Background: an optimization exercise with open tools, aiming at small area. Do not read the settings as production practice. Function was checked by simulation only, so behaviour that the tests miss may differ from the original. Power and IR drop assume default switching activity. No driver is modelled on the clock port, so clocking that relies on it looks cheaper here than on a real chip.

// core_v2
module core_v2
#(
   parameter int              XLEN     = 32,
   parameter int              ADDR_W   = 13,
   parameter int              SEL_W    = 2,
   parameter logic [XLEN-1:0] RESET_PC = '0
)(
   input  wire logic  clk,
   input  wire logic  rst,
   output logic              bus_req,
   output logic [ADDR_W-1:0] bus_addr,
   output logic [SEL_W-1:0]  bus_sel,
   output logic [1:0]        bus_op,
   output logic [XLEN-1:0]   bus_wdata,
   input  wire logic         bus_ack,
   input  wire logic [XLEN-1:0] bus_rdata,
   output logic       halted,
   output logic       illegal,
   output logic [XLEN-1:0] pc
);
clock: 12.0 ns
lec_check: 0
abc_area: 1
cap_margin: 20
core_margin: 2
core_utilization: 60
slew_margin: 20
standard.sh (not shown) runs the stock make flow with config.mk's settings and CLKGATE_MAP_FILE= SYNTH_SCRIPT=/design/flow/synth_recipe.tcl, a recipe that flattens the netlist after the stock synthesis.
==> flow/flow/run.sh <==
#!/bin/bash
# Layout flow: the standard synthesis, then the combinational logic of its
# netlist is mapped again for area (flip-flops are kept as they are: same
# instances, names and cells; the new netlist is used only if Yosys proves it
# equivalent to the standard one), then the standard layout from the
# floorplan on. Two knobs that ORFS reads from the environment: port buffers
# use the smallest buffer cell, and clock tree synthesis uses large sink
# clusters without dummy loads.
set -euo pipefail
export BUFFER_PORTS_ARGS="-buffer_cell sky130_fd_sc_hd__buf_1"
export CTS_ARGS="-sink_clustering_enable -repair_clock_nets -dont_use_dummy_load -sink_clustering_size 36 -sink_clustering_max_diameter 60 -buf_list sky130_fd_sc_hd__clkbuf_16"

R=orfs/results/sky130hd/core_v2/base
LIB=$FLOW_HOME/platforms/sky130hd/lib/sky130_fd_sc_hd__tt_025C_1v80.lib
YOSYS=$(command -v yosys || echo "$FLOW_HOME/../tools/install/yosys/bin/yosys")
SEQ="sky130_fd_sc_hd__dfxtp_1 sky130_fd_sc_hd__edfxtp_1"

bash standard.sh synth > standard_synth.log 2>&1
cp $R/1_2_yosys.v standard_synth.v

DU=""
for c in sky130_fd_sc_hd__probe_p_8 sky130_fd_sc_hd__probec_p_8 sky130_fd_sc_hd__lpflow_bleeder_1 sky130_fd_sc_hd__lpflow_clkbufkapwr_1 sky130_fd_sc_hd__lpflow_clkbufkapwr_16 sky130_fd_sc_hd__lpflow_clkbufkapwr_2 sky130_fd_sc_hd__lpflow_clkbufkapwr_4 sky130_fd_sc_hd__lpflow_clkbufkapwr_8 sky130_fd_sc_hd__lpflow_clkinvkapwr_1 sky130_fd_sc_hd__lpflow_clkinvkapwr_16 sky130_fd_sc_hd__lpflow_clkinvkapwr_2 sky130_fd_sc_hd__lpflow_clkinvkapwr_4 sky130_fd_sc_hd__lpflow_clkinvkapwr_8 sky130_fd_sc_hd__lpflow_decapkapwr_12 sky130_fd_sc_hd__lpflow_decapkapwr_3 sky130_fd_sc_hd__lpflow_decapkapwr_4 sky130_fd_sc_hd__lpflow_decapkapwr_6 sky130_fd_sc_hd__lpflow_decapkapwr_8 sky130_fd_sc_hd__lpflow_inputiso0n_1 sky130_fd_sc_hd__lpflow_inputiso0p_1 sky130_fd_sc_hd__lpflow_inputiso1n_1 sky130_fd_sc_hd__lpflow_inputiso1p_1 sky130_fd_sc_hd__lpflow_inputisolatch_1 sky130_fd_sc_hd__lpflow_isobufsrc_1 sky130_fd_sc_hd__lpflow_isobufsrc_16 sky130_fd_sc_hd__lpflow_isobufsrc_2 sky130_fd_sc_hd__lpflow_isobufsrc_4 sky130_fd_sc_hd__lpflow_isobufsrc_8 sky130_fd_sc_hd__lpflow_isobufsrckapwr_16 sky130_fd_sc_hd__lpflow_lsbuf_lh_hl_isowell_tap_1 sky130_fd_sc_hd__lpflow_lsbuf_lh_hl_isowell_tap_2 sky130_fd_sc_hd__lpflow_lsbuf_lh_hl_isowell_tap_4 sky130_fd_sc_hd__lpflow_lsbuf_lh_isowell_4 sky130_fd_sc_hd__lpflow_lsbuf_lh_isowell_tap_1 sky130_fd_sc_hd__lpflow_lsbuf_lh_isowell_tap_2 sky130_fd_sc_hd__lpflow_lsbuf_lh_isowell_tap_4 ; do DU="$DU -dont_use $c"; done

cat > remap.ys <<EOY
read_liberty -overwrite -ignore_miss_func $LIB
blackbox $SEQ
read_verilog standard_synth.v
hierarchy -top $FLOW_TOP
flatten
techmap
opt -purge
abc -liberty $LIB $DU -script $PWD/flow/area.abc
splitnets
opt_clean -purge
hilomap -singleton -hicell sky130_fd_sc_hd__conb_1 HI -locell sky130_fd_sc_hd__conb_1 LO
insbuf -buf sky130_fd_sc_hd__buf_4 A X
stat -liberty $LIB
write_verilog -noattr -nohex -nodec remapped.v
EOY

cat > equiv.ys <<EOY
read_liberty -overwrite -ignore_miss_func $LIB
read_verilog standard_synth.v
rename $FLOW_TOP gold
read_verilog remapped.v
rename $FLOW_TOP gate
flatten gold gate
rename -hide w:_*
opt_clean
equiv_make gold gate equiv
equiv_simple
equiv_induct
equiv_status -assert
EOY

if "$YOSYS" -l remap.log -q remap.ys > /dev/null 2>&1 &&
   "$YOSYS" -l equiv.log -q equiv.ys > /dev/null 2>&1; then
  cp remapped.v $R/1_2_yosys.v
  rm -f $R/1_synth.odb $R/1_synth.sdc
fi
bash standard.sh finish > standard_flow.log 2>&1
Other scripts of this flow, unchanged in this note and not shown: flow/flow/area.abc
Rerun with:
--- a/flow/flow/run.sh
+++ b/flow/flow/run.sh
@@ -9,5 +9,5 @@
 set -euo pipefail
 export BUFFER_PORTS_ARGS="-buffer_cell sky130_fd_sc_hd__buf_1"
-export CTS_ARGS="-sink_clustering_enable -repair_clock_nets -dont_use_dummy_load -sink_clustering_size 36 -sink_clustering_max_diameter 60 -buf_list sky130_fd_sc_hd__clkbuf_16"
+export CTS_ARGS="-sink_clustering_enable -repair_clock_nets -dont_use_dummy_load -sink_clustering_size 40 -sink_clustering_max_diameter 40 -buf_list sky130_fd_sc_hd__clkbuf_16"
 
 R=orfs/results/sky130hd/core_v2/base
Synthesized cell count is unchanged; total power grows by 16%; worst setup slack is worse by 110 ps; cell area grows by 4.8%; sequential share of layout area shrinks by 3.6 points; via count grows by 4.1%; area after synthesis stays the same.


== run A ==
core_v2, a different RTL version from the one above (not shown whole).
For scale: roughly 2,000 cells after synthesis, about 1,100 flip-flops.
Settings: LEC_CHECK=0, CAP_MARGIN=20, CORE_MARGIN=2, CORE_UTILIZATION=40, SLEW_MARGIN=20; clock period 12.0 ns.
run.sh (not shown) runs the stock make flow with config.mk's settings and CLKGATE_MAP_FILE= SYNTH_SCRIPT=/design/flow/synth_recipe.tcl, a recipe that flattens the netlist after the stock synthesis.
Stock flow here: none of the scripts above is used.
Modified inputs, run B compared to run A
- an added CTS_CLUSTER_SIZE of 30
- an added CTS_CLUSTER_DIAMETER of 60
- an added CTS_BUF_LIST of sky130_fd_sc_hd__clkbuf_16
- an added ABC_AREA of 1
- a change of CORE_UTILIZATION from 40 to 60
==> comparison <==
- Per the comparison of run B with run A, minimum period implied by the final worst setup slack moved down, maximum frequency moved up, die area moved down, critical path depth moved up.
- Run B completed every stage of the flow, and the final layout passed the timing, design-rule and antenna checks.
- Run A has completed all stages; timing, DRC and antenna checks passed.
Setup changes, run B to run C
- CTS_BUF_LIST now sky130_fd_sc_hd__clkbuf_8, was sky130_fd_sc_hd__clkbuf_16
- CTS_CLUSTER_DIAMETER now 50, was 60
- CTS_CLUSTER_SIZE now 16, was 30
[summary]
Run B vs run C, last element of the critical path: r_pc[31] vs bus_req. [diff] wire length of the first global-routing pass, run C relative to run B: regression. Static leakage: run B vs run C — no meaningful difference. Against run B, run C comes in 0.23 points higher on fraction of standard cell area that is sequential. Register-to-register slack delta (run C -> run B): insignificant. Taking run B as the reference, in run C sequential cell area in the final layout neither gained nor lost much; final non-filler cell total picked up an extra 1.2%. Relative to run B, power per unit of standard cell area decreased by about 1.2% in run C. Relative to run B, relative contribution of sequential cells to total power has gone up in run C. [compare] base=run B new=run C: smallest setup slack after layout shrank by 0.085 ns, routed wire length went up, share of the clock period used by the worst path after layout increased 0.71 points.


Another version of the RTL of core_v2 (not shown whole).
For scale: roughly 1900 cells after synthesis, ~120 I/O pins, roughly 27000 um^2 of cells after synthesis.
## core_v2
module core_v2
#(
   parameter int              XLEN     = 32,
   parameter int              ADDR_W   = 13,
   parameter int              SEL_W    = 2,
   parameter logic [XLEN-1:0] RESET_PC = '0
)(
   input  wire logic  clk,
   input  wire logic  rst,
   output logic              bus_req,
   output logic [ADDR_W-1:0] bus_addr,
   output logic [SEL_W-1:0]  bus_sel,
   output logic [1:0]        bus_op,
   output logic [XLEN-1:0]   bus_wdata,
   input  wire logic         bus_ack,
   input  wire logic [XLEN-1:0] bus_rdata,
   output logic       halted,
   output logic       illegal,
   output logic [XLEN-1:0] pc
);
export LEC_CHECK = 0
export ABC_AREA = 1
export CAP_MARGIN = 20
export CORE_MARGIN = 2
export CORE_UTILIZATION = 60
export GPL_ROUTABILITY_DRIVEN = 0
export GPL_TIMING_DRIVEN = 0
export SLEW_MARGIN = 20
create_clock -name core_clock -period 12.0 [get_ports {clk}]
standard.sh (not shown) runs the stock make flow with config.mk's settings and CLKGATE_MAP_FILE= SYNTH_SCRIPT=/design/flow/synth_recipe.tcl, a recipe that flattens the netlist after the stock synthesis.
==> flow/flow/run.sh <==
#!/bin/bash
# Layout flow: the standard synthesis, then the combinational logic of its
# netlist is mapped again for area (flip-flops are kept as they are: same
# instances, names and cells; the new netlist is used only if Yosys proves it
# equivalent to the standard one), then the standard layout from the
# floorplan on. Two knobs that ORFS reads from the environment: port buffers
# use the smallest buffer cell, and clock tree synthesis uses large sink
# clusters without dummy loads.
set -euo pipefail
export BUFFER_PORTS_ARGS="-buffer_cell sky130_fd_sc_hd__buf_1"
export CTS_ARGS="-sink_clustering_enable -repair_clock_nets -dont_use_dummy_load -sink_clustering_size 32 -sink_clustering_max_diameter 70 -buf_list sky130_fd_sc_hd__clkbuf_16"

R=orfs/results/sky130hd/core_v2/base
LIB=$FLOW_HOME/platforms/sky130hd/lib/sky130_fd_sc_hd__tt_025C_1v80.lib
YOSYS=$(command -v yosys || echo "$FLOW_HOME/../tools/install/yosys/bin/yosys")
SEQ="sky130_fd_sc_hd__dfxtp_1 sky130_fd_sc_hd__edfxtp_1"

bash standard.sh synth > standard_synth.log 2>&1
cp $R/1_2_yosys.v standard_synth.v

DU=""
for c in sky130_fd_sc_hd__probe_p_8 sky130_fd_sc_hd__probec_p_8 sky130_fd_sc_hd__lpflow_bleeder_1 sky130_fd_sc_hd__lpflow_clkbufkapwr_1 sky130_fd_sc_hd__lpflow_clkbufkapwr_16 sky130_fd_sc_hd__lpflow_clkbufkapwr_2 sky130_fd_sc_hd__lpflow_clkbufkapwr_4 sky130_fd_sc_hd__lpflow_clkbufkapwr_8 sky130_fd_sc_hd__lpflow_clkinvkapwr_1 sky130_fd_sc_hd__lpflow_clkinvkapwr_16 sky130_fd_sc_hd__lpflow_clkinvkapwr_2 sky130_fd_sc_hd__lpflow_clkinvkapwr_4 sky130_fd_sc_hd__lpflow_clkinvkapwr_8 sky130_fd_sc_hd__lpflow_decapkapwr_12 sky130_fd_sc_hd__lpflow_decapkapwr_3 sky130_fd_sc_hd__lpflow_decapkapwr_4 sky130_fd_sc_hd__lpflow_decapkapwr_6 sky130_fd_sc_hd__lpflow_decapkapwr_8 sky130_fd_sc_hd__lpflow_inputiso0n_1 sky130_fd_sc_hd__lpflow_inputiso0p_1 sky130_fd_sc_hd__lpflow_inputiso1n_1 sky130_fd_sc_hd__lpflow_inputiso1p_1 sky130_fd_sc_hd__lpflow_inputisolatch_1 sky130_fd_sc_hd__lpflow_isobufsrc_1 sky130_fd_sc_hd__lpflow_isobufsrc_16 sky130_fd_sc_hd__lpflow_isobufsrc_2 sky130_fd_sc_hd__lpflow_isobufsrc_4 sky130_fd_sc_hd__lpflow_isobufsrc_8 sky130_fd_sc_hd__lpflow_isobufsrckapwr_16 sky130_fd_sc_hd__lpflow_lsbuf_lh_hl_isowell_tap_1 sky130_fd_sc_hd__lpflow_lsbuf_lh_hl_isowell_tap_2 sky130_fd_sc_hd__lpflow_lsbuf_lh_hl_isowell_tap_4 sky130_fd_sc_hd__lpflow_lsbuf_lh_isowell_4 sky130_fd_sc_hd__lpflow_lsbuf_lh_isowell_tap_1 sky130_fd_sc_hd__lpflow_lsbuf_lh_isowell_tap_2 sky130_fd_sc_hd__lpflow_lsbuf_lh_isowell_tap_4 ; do DU="$DU -dont_use $c"; done

cat > remap.ys <<EOY
read_liberty -overwrite -ignore_miss_func $LIB
blackbox $SEQ
read_verilog standard_synth.v
hierarchy -top $FLOW_TOP
flatten
rename -hide w:_*
techmap
opt -purge
abc -liberty $LIB $DU -script $PWD/flow/area.abc
splitnets
opt_clean -purge
hilomap -singleton -hicell sky130_fd_sc_hd__conb_1 HI -locell sky130_fd_sc_hd__conb_1 LO
insbuf -buf sky130_fd_sc_hd__buf_4 A X
stat -liberty $LIB
write_verilog -noattr -nohex -nodec remapped.v
EOY

cat > equiv.ys <<EOY
read_liberty -overwrite -ignore_miss_func $LIB
read_verilog standard_synth.v
rename $FLOW_TOP gold
read_verilog remapped.v
rename $FLOW_TOP gate
flatten gold gate
rename -hide w:_*
opt_clean
equiv_make gold gate equiv
equiv_simple
equiv_induct
equiv_status -assert
EOY

if "$YOSYS" -l remap.log -q remap.ys > /dev/null 2>&1 &&
   "$YOSYS" -l equiv.log -q equiv.ys > /dev/null 2>&1; then
  cp remapped.v $R/1_2_yosys.v
  rm -f $R/1_synth.odb $R/1_synth.sdc
fi
bash standard.sh finish > standard_flow.log 2>&1
Other scripts of this flow, unchanged in this note and not shown: flow/flow/area.abc
==> next run, changes <==
--- a/flow/flow/run.sh
+++ b/flow/flow/run.sh
@@ -9,5 +9,5 @@
 set -euo pipefail
 export BUFFER_PORTS_ARGS="-buffer_cell sky130_fd_sc_hd__buf_1"
-export CTS_ARGS="-sink_clustering_enable -repair_clock_nets -dont_use_dummy_load -sink_clustering_size 32 -sink_clustering_max_diameter 70 -buf_list sky130_fd_sc_hd__clkbuf_16"
+export CTS_ARGS="-sink_clustering_enable -repair_clock_nets -dont_use_dummy_load -sink_clustering_size 36 -sink_clustering_max_diameter 80 -buf_list sky130_fd_sc_hd__clkbuf_16"
 
 R=orfs/results/sky130hd/core_v2/base
Settings changed: GPL_ROUTABILITY_DRIVEN 0 to unset, GPL_TIMING_DRIVEN 0 to unset.
Effect:
- global-route usage climbs by 2.0 points
- sequential share of layout area climbs by 0.52 points
- power drops by 1.2%
==> next run, changes <==
--- a/flow/flow/run.sh
+++ b/flow/flow/run.sh
@@ -9,5 +9,5 @@
 set -euo pipefail
 export BUFFER_PORTS_ARGS="-buffer_cell sky130_fd_sc_hd__buf_1"
-export CTS_ARGS="-sink_clustering_enable -repair_clock_nets -dont_use_dummy_load -sink_clustering_size 36 -sink_clustering_max_diameter 80 -buf_list sky130_fd_sc_hd__clkbuf_16"
+export CTS_ARGS="-sink_clustering_enable -repair_clock_nets -dont_use_dummy_load -sink_clustering_size 34 -sink_clustering_max_diameter 70 -buf_list sky130_fd_sc_hd__clkbuf_16"
 
 R=orfs/results/sky130hd/core_v2/base
The new run completed without violations.
Total power came out higher slightly.
Clock-buffer cell count came out higher by 2.
Sequential power is about the same.
Design area is about the same.
Utilization came out higher by 0.11 points.
Routed wire length came out lower slightly.
Sequential share of layout area came out lower by 0.14 points.
Final cell count is about the same.
Clock power came out higher by a few percent.
Setup slack is worse by 0.056 ns.
Die area does not change.
==> next run, changes <==
--- a/flow/flow/run.sh
+++ b/flow/flow/run.sh
@@ -9,5 +9,5 @@
 set -euo pipefail
 export BUFFER_PORTS_ARGS="-buffer_cell sky130_fd_sc_hd__buf_1"
-export CTS_ARGS="-sink_clustering_enable -repair_clock_nets -dont_use_dummy_load -sink_clustering_size 34 -sink_clustering_max_diameter 70 -buf_list sky130_fd_sc_hd__clkbuf_16"
+export CTS_ARGS="-sink_clustering_enable -repair_clock_nets -dont_use_dummy_load -sink_clustering_size 32 -sink_clustering_max_diameter 70 -buf_list sky130_fd_sc_hd__clkbuf_16"
 
 R=orfs/results/sky130hd/core_v2/base
Settings changed: CAP_MARGIN 20 to 5, SLEW_MARGIN 20 to 5.
Outcome: The new run finished clean; synthesized cell count stays the same; via count decreases slightly; wire length barely changes; worst setup slack got worse by 0.29 ns; non-clock buffer count stays the same.
==> next run, changes <==
--- a/flow/flow/run.sh
+++ b/flow/flow/run.sh
@@ -9,5 +9,5 @@
 set -euo pipefail
 export BUFFER_PORTS_ARGS="-buffer_cell sky130_fd_sc_hd__buf_1"
-export CTS_ARGS="-sink_clustering_enable -repair_clock_nets -dont_use_dummy_load -sink_clustering_size 32 -sink_clustering_max_diameter 70 -buf_list sky130_fd_sc_hd__clkbuf_16"
+export CTS_ARGS="-sink_clustering_enable -repair_clock_nets -dont_use_dummy_load -sink_clustering_size 36 -sink_clustering_max_diameter 60 -buf_list sky130_fd_sc_hd__clkbuf_16"
 
 R=orfs/results/sky130hd/core_v2/base
Settings changed: CAP_MARGIN 5 to 20, SLEW_MARGIN 5 to 20.
The changed run completed with no timing, DRC or antenna violations.
Die area does not change.
Cell count stays the same.
Area after synthesis is unchanged.
Critical path depth does not change.
Core utilization is about the same.
Power increases by 0.47%.
Register-to-register slack improved by 0.33 ns.
Sequential power stays flat.
Worst setup slack improved by 0.33 ns.

==> re-timing with driven ports <==
No port has a modelled driver above. Below, the same layouts with a new extraction and two added sets of constraints. Step 1 (the two cells are an assumption about what drives the block):
set clk [get_ports {clk}]
set_driving_cell -lib_cell sky130_fd_sc_hd__clkbuf_16 $clk
set_driving_cell -lib_cell sky130_fd_sc_hd__buf_2 [delete_from_list [all_inputs] $clk]
Step 2 times the ports against the registers' clock, not the clock port: input delays grow and output delays shrink by t, the midpoint of the rising clock arrivals with the driver on. a / b / c = ideal / step 1 / step 2; a / b = the first two.
| run | t (ns) | setup slack, ns | worst slew at a driven data input, ns | pins driven straight from the clock port |
|---|---|---|---|---|
| the first run of note 1 | 0.625 | 3.012 / 3.012 / 3.012 | 0.04 | 1 |
| the second run of note 1 | 0.671 | 2.897 / 2.897 / 2.897 | 0.04 | 1 |
| run A | 0.702 | 4.601 / 4.601 / 4.601 | 0.07 | 1 |
| run B | 0.667 | 5.657 / 5.643 / 5.644 | 0.07 | 1 |
| run C | 0.739 | 5.572 / 5.513 / 5.637 | 0.07 | 1 |
| the first run of note 3 | 0.611 | 3.275 / 3.275 / 3.275 | 0.04 | 1 |
| the second run of note 3 | 0.617 | 4.313 / 4.313 / 4.313 | 0.06 | 1 |
| the third run of note 3 | 0.627 | 4.258 / 4.258 / 4.258 | 0.06 | 1 |
| the fourth run of note 3 | 0.613 | 3.971 / 3.971 / 3.971 | 0.06 | 1 |
| the fifth run of note 3 | 0.628 | 4.301 / 4.301 / 4.301 | 0.06 | 1 |
After both steps setup and hold are still met in every run listed. For run B, which loses most, drivers alone change the setup slack by -0.014 ns; drivers and shift together by -0.013 ns.
